Background: an optimization exercise with open tools, aiming at small area. Do not read the settings as production practice.
Function was checked by simulation only, so behaviour that the tests miss may differ from the original.
Power and IR drop assume default switching activity.

== juniper ==
==> module force_wb_scheduler, before the edit <==
module force_wb_scheduler #(
  parameter int NUM_SRC    = 4,
  parameter int WB_WIDTH   = 112,
  parameter int FIFO_DEPTH = 8
) (
  input  logic                        clk,
  input  logic                        rst,
  input  logic                        phase_done,
  input  logic [NUM_SRC*WB_WIDTH-1:0] src_wb_out,
  input  logic [NUM_SRC-1:0]          src_wb_valid,
  input  logic [NUM_SRC-1:0]          src_all_ref_issued,
  output logic [NUM_SRC-1:0]          src_ready,
  output logic [NUM_SRC-1:0]          src_start_wb,
  output logic [WB_WIDTH-1:0]         net_out,
  output logic                        net_valid,
  input  logic                        net_ready,
  output logic                        busy,
  output logic                        wb_done,
  output logic                        overflow
);
  localparam int AW = $clog2(FIFO_DEPTH);
  localparam int CW = AW + 1;
  localparam int SW = (NUM_SRC > 1) ? $clog2(NUM_SRC) : 1;
  localparam logic [CW-1:0] DEPTH_C  = FIFO_DEPTH;
  localparam logic [CW-1:0] ALMOST_C = FIFO_DEPTH - 1;
  localparam logic [SW-1:0] LAST_SRC = NUM_SRC - 1;
  typedef enum logic [1:0] {IDLE, START, DRAIN, FLUSH} state_t;
  state_t state, next_state;
  logic [SW-1:0] cur_src, next_src;
  logic [SW-1:0] rr_ptr;
  logic any_valid;
  logic [NUM_SRC-1:0] push, pop, start_vec, sel_oh;
  logic [NUM_SRC-1:0] nonempty_next, sel_next;
  logic [SW-1:0] rr_next;
  localparam int NSL = 4;                
  localparam int SLW = WB_WIDTH / NSL;    
  logic [NUM_SRC*FIFO_DEPTH*NSL-1:0] rsel;
  logic [WB_WIDTH-1:0] rdata [NUM_SRC*FIFO_DEPTH];
  for (genvar g = 0; g < NUM_SRC; g++) begin : g_src
    logic [AW-1:0] wr_ptr, rd_ptr;
    logic [CW-1:0] count, count_next;
    assign wr_ptr = rd_ptr + count[AW-1:0];
    assign count_next = count + {{AW{pop[g] & !push[g]}}, push[g] ^ pop[g]};
    assign nonempty_next[g] = (count_next != '0);
    assign pop[g] = sel_oh[g] && net_ready;
    assign push[g] = src_wb_valid[g] && (!count[AW] || pop[g]);
    assign src_ready[g] = (count < ALMOST_C);
    for (genvar s = 0; s < FIFO_DEPTH; s++) begin : g_slot
      localparam logic [AW-1:0] SI = s;
      logic [WB_WIDTH-1:0] word;
      logic [NSL-1:0] we, re;
      for (genvar k = 0; k < NSL; k++) begin : g_sl
        fwb_and2 u_we (.a(push[g]), .b(wr_ptr == SI), .y(we[k]));
        fwb_and2 u_re (.a(sel_oh[g]), .b(rd_ptr == SI), .y(re[k]));
        always_ff @(posedge clk) begin
          if (we[k]) word[k*SLW +: SLW] <= src_wb_out[g*WB_WIDTH + k*SLW +: SLW];
        end
        assign rsel[(g*FIFO_DEPTH+s)*NSL+k] = re[k];
      end
      assign rdata[g*FIFO_DEPTH+s] = word;
    end
    always_ff @(posedge clk or negedge rst) begin
      if (!rst) begin
        rd_ptr <= '0;
        count  <= '0;
      end else begin
        rd_ptr <= rd_ptr + {{(AW-1){1'b0}}, pop[g]};
        count <= count_next;
      end
    end
  end
  logic [2*NUM_SRC-1:0] ne2, first2;
  logic [NUM_SRC-1:0] rot, first;
  always_comb begin
    ne2 = {nonempty_next, nonempty_next} >> rr_next;    
    rot = ne2[NUM_SRC-1:0];
    for (int i = 0; i < NUM_SRC; i++) begin             
      first[i] = rot[i];
      for (int j = 0; j < i; j++) first[i] = first[i] & !rot[j];
    end
    first2 = {first, first} << rr_next;
    sel_next = first2[2*NUM_SRC-1:NUM_SRC];
  end
  always_ff @(posedge clk or negedge rst) begin
    if (!rst) sel_oh <= '0;
    else      sel_oh <= sel_next;
  end
  assign any_valid = |sel_oh;
  for (genvar b = 0; b < WB_WIDTH; b++) begin : g_rd
    logic [9:0] y;
    logic [2:0] p;
    for (genvar j = 0; j < 10; j++) begin : g_aoi
      fwb_aoi222 u_aoi (
        .a1(rdata[3*j][b]),   .a2(rsel[(3*j)*NSL + b/SLW]),
        .b1(rdata[3*j+1][b]), .b2(rsel[(3*j+1)*NSL + b/SLW]),
        .c1(rdata[3*j+2][b]), .c2(rsel[(3*j+2)*NSL + b/SLW]),
        .y(y[j]));
    end
    fwb_nand4 u_n0 (.a(y[0]), .b(y[1]), .c(y[2]), .d(y[3]), .y(p[0]));
    fwb_nand4 u_n1 (.a(y[4]), .b(y[5]), .c(y[6]), .d(y[7]), .y(p[1]));
    fwb_last  u_n2 (.a1(rdata[30][b]), .a2(rsel[30*NSL + b/SLW]), .b1(rdata[31][b]), .b2(rsel[31*NSL + b/SLW]),
                    .p(y[8]), .q(y[9]), .y(p[2]));
    fwb_or3   u_o  (.a(p[0]), .b(p[1]), .c(p[2]), .y(net_out[b]));
  end
  assign net_valid = any_valid;
  logic [SW-1:0] sel_bin;
  always_comb begin
    sel_bin = '0;
    for (int i = 0; i < NUM_SRC; i++) if (sel_oh[i]) sel_bin = sel_bin | i[SW-1:0];
  end
  assign rr_next = (any_valid && net_ready) ? sel_bin + 1'b1 : rr_ptr;
  always_ff @(posedge clk or negedge rst) begin
    if (!rst) rr_ptr <= '0;
    else      rr_ptr <= rr_next;
  end
  always_ff @(posedge clk or negedge rst) begin
    if (!rst) begin
      state   <= IDLE;
      cur_src <= '0;
    end else begin
      state   <= next_state;
      cur_src <= next_src;
    end
  end
  always_comb begin
    next_state = state;
    next_src   = cur_src;
    start_vec  = '0;
    wb_done    = 1'b0;
    case (state)
      IDLE: begin
        if (phase_done) begin
          next_state = START;
          next_src   = '0;
        end
      end
      START: begin
        start_vec[cur_src] = 1'b1;
        next_state = DRAIN;
      end
      DRAIN: begin
        if (src_all_ref_issued[cur_src]) begin
          if (cur_src == LAST_SRC) begin
            next_state = FLUSH;
          end else begin
            next_src   = cur_src + 1'b1;
            next_state = START;
          end
        end
      end
      FLUSH: begin
        if (!any_valid) begin
          wb_done    = 1'b1;
          next_state = IDLE;
        end
      end
      default: next_state = IDLE;
    endcase
  end
  assign src_start_wb = start_vec;
  assign busy = (state != IDLE);
  logic [NUM_SRC-1:0] refused;
  assign refused = src_wb_valid & ~push;
  always_ff @(posedge clk or negedge rst) begin
    if (!rst) overflow <= 1'b0;
    else if (|refused) overflow <= 1'b1;
  end
endmodule
==> flow/config.mk <==
export PLATFORM = sky130hd
export DESIGN_NAME = force_wb_scheduler
export DESIGN_NICKNAME = force_wb_scheduler
export VERILOG_FILES = /design/flow/design.v
export SDC_FILE = /design/flow/constraint.sdc
export NUM_CORES = 4
export LEC_CHECK = 0
export CAP_MARGIN = 20
export CORE_MARGIN = 2
export CORE_UTILIZATION = 55
export SLEW_MARGIN = 20
export SYNTH_HIERARCHICAL = 1
==> flow/constraint.sdc <==
create_clock -name core_clock -period 6.0 [get_ports {clk}]
set_input_delay 1.2000 -clock core_clock [delete_from_list [all_inputs] [get_ports {clk}]]
set_output_delay 1.2000 -clock core_clock [all_outputs]
set_load 0.01 [all_outputs]
standard.sh (not shown) runs the stock make flow with config.mk's settings and CLKGATE_MAP_FILE= SYNTH_SCRIPT=/design/flow/synth_recipe.tcl, a recipe that flattens the netlist after the stock synthesis.
==> flow/flow/run.sh <==
#!/bin/bash
# Standard ORFS layout with three changes: the AND gates that drive the wide read-select and
# write-enable nets get the strongest AND2 cell before placement (flow/drive.tcl), port
# buffers are plain buf_1 cells (resized by repair as needed), and the clock tree uses larger
# sink clusters and no dummy loads.
set -euo pipefail
export BUFFER_PORTS_ARGS="-buffer_cell sky130_fd_sc_hd__buf_1"
export CTS_ARGS="-sink_clustering_enable -repair_clock_nets -sink_clustering_size 28 -sink_clustering_max_diameter 80 -dont_use_dummy_load"
bash standard.sh synth floorplan > standard_floorplan.log 2>&1
RESULTS="$PWD/orfs/results/$FLOW_PLATFORM/force_wb_scheduler/base" openroad -no_init -exit flow/drive.tcl > drive.log 2>&1
bash standard.sh > standard.log 2>&1
==> flow/flow/drive.tcl <==
# Give each AND gate that drives a wide read-select or write-enable net (one slice of a
# stored word) the strongest AND2 cell before placement, so that repair does not have to
# buffer these nets.
set r $::env(RESULTS)
read_db $r/2_floorplan.odb
set m4 [[ord::get_db] findMaster sky130_fd_sc_hd__and2_4]
set n 0
foreach i [[ord::get_db_block] getInsts] {
  if {[[$i getMaster] getName] ne "sky130_fd_sc_hd__and2_1"} { continue }
  set net "NULL"
  foreach it [$i getITerms] {
    if {[$it isOutputSignal]} { set net [$it getNet] }
  }
  if {$net eq "NULL"} { continue }
  if {[llength [$net getITerms]] > 12} {
    $i swapMaster $m4
    incr n
  }
}
puts "drive.tcl: $n AND2 gates set to and2_4"
write_db $r/2_floorplan.odb
Setup changes, juniper to indigo
-- flow/design.v --
<<< juniper, line 33
  logic [NUM_SRC-1:0] nonempty_next, sel_next;
  logic [SW-1:0] rr_next;
  localparam int NSL = 4;                
  localparam int SLW = WB_WIDTH / NSL;    
  logic [NUM_SRC*FIFO_DEPTH*NSL-1:0] rsel;
>>> indigo, line 33
  logic [NUM_SRC-1:0] nonempty_next, sel_next;
  logic [SW-1:0] rr_next;
  localparam int NSL = 2;                
  localparam int SLW = WB_WIDTH / NSL;    
  logic [NUM_SRC*FIFO_DEPTH*NSL-1:0] rsel;
### Flow results
indigo — count of clock-buffer cells in the layout 7 lower, juniper as reference. indigo against juniper: site row count shrank by 0.57%; gate count of the mapped netlist shrank by 2.2%. Going from juniper to indigo, pin count of the biggest net entering global routing picked up an extra about 40%; routed length per instance went up about 3%. indigo falls short of juniper in worst hold margin. indigo — power share of the sequential group 0.5 points higher, juniper as reference. Going from juniper to indigo, slew of the pin with the lowest slew margin has decreased, design area decreased 0.67%, share of the clock period used by the worst path went up 0.25 points, internal power went down.

## afterwards: timing with drivers on the ports
The flow's constraints put no driver on any port. The routed layouts listed below were extracted and timed again, unchanged, in two steps.
Step 1, drivers: a clkbuf_16 drives clk and a buf_2 each remaining input, both assumed.
Step 2 also shifts input and output timing later by t, the mid clock arrival at the registers, as if the neighbouring blocks saw the same clock.
Slacks: ideal / step 1 / step 2; pairs: ideal / step 1.
run | t (ns) | setup WS [ns] | worst setup path after step 2 | clock arrival spread, ns | worst register clock-pin slew, ns
juniper | 0.905 | 0.875 / 0.771 / 1.676 | register to output | 0.098 / 0.098 | 0.11 / 0.11
indigo | 0.924 | 0.860 / 0.761 / 1.556 | input to register | 0.056 / 0.056 | 0.11 / 0.11
After both steps every run listed still meets setup and hold.
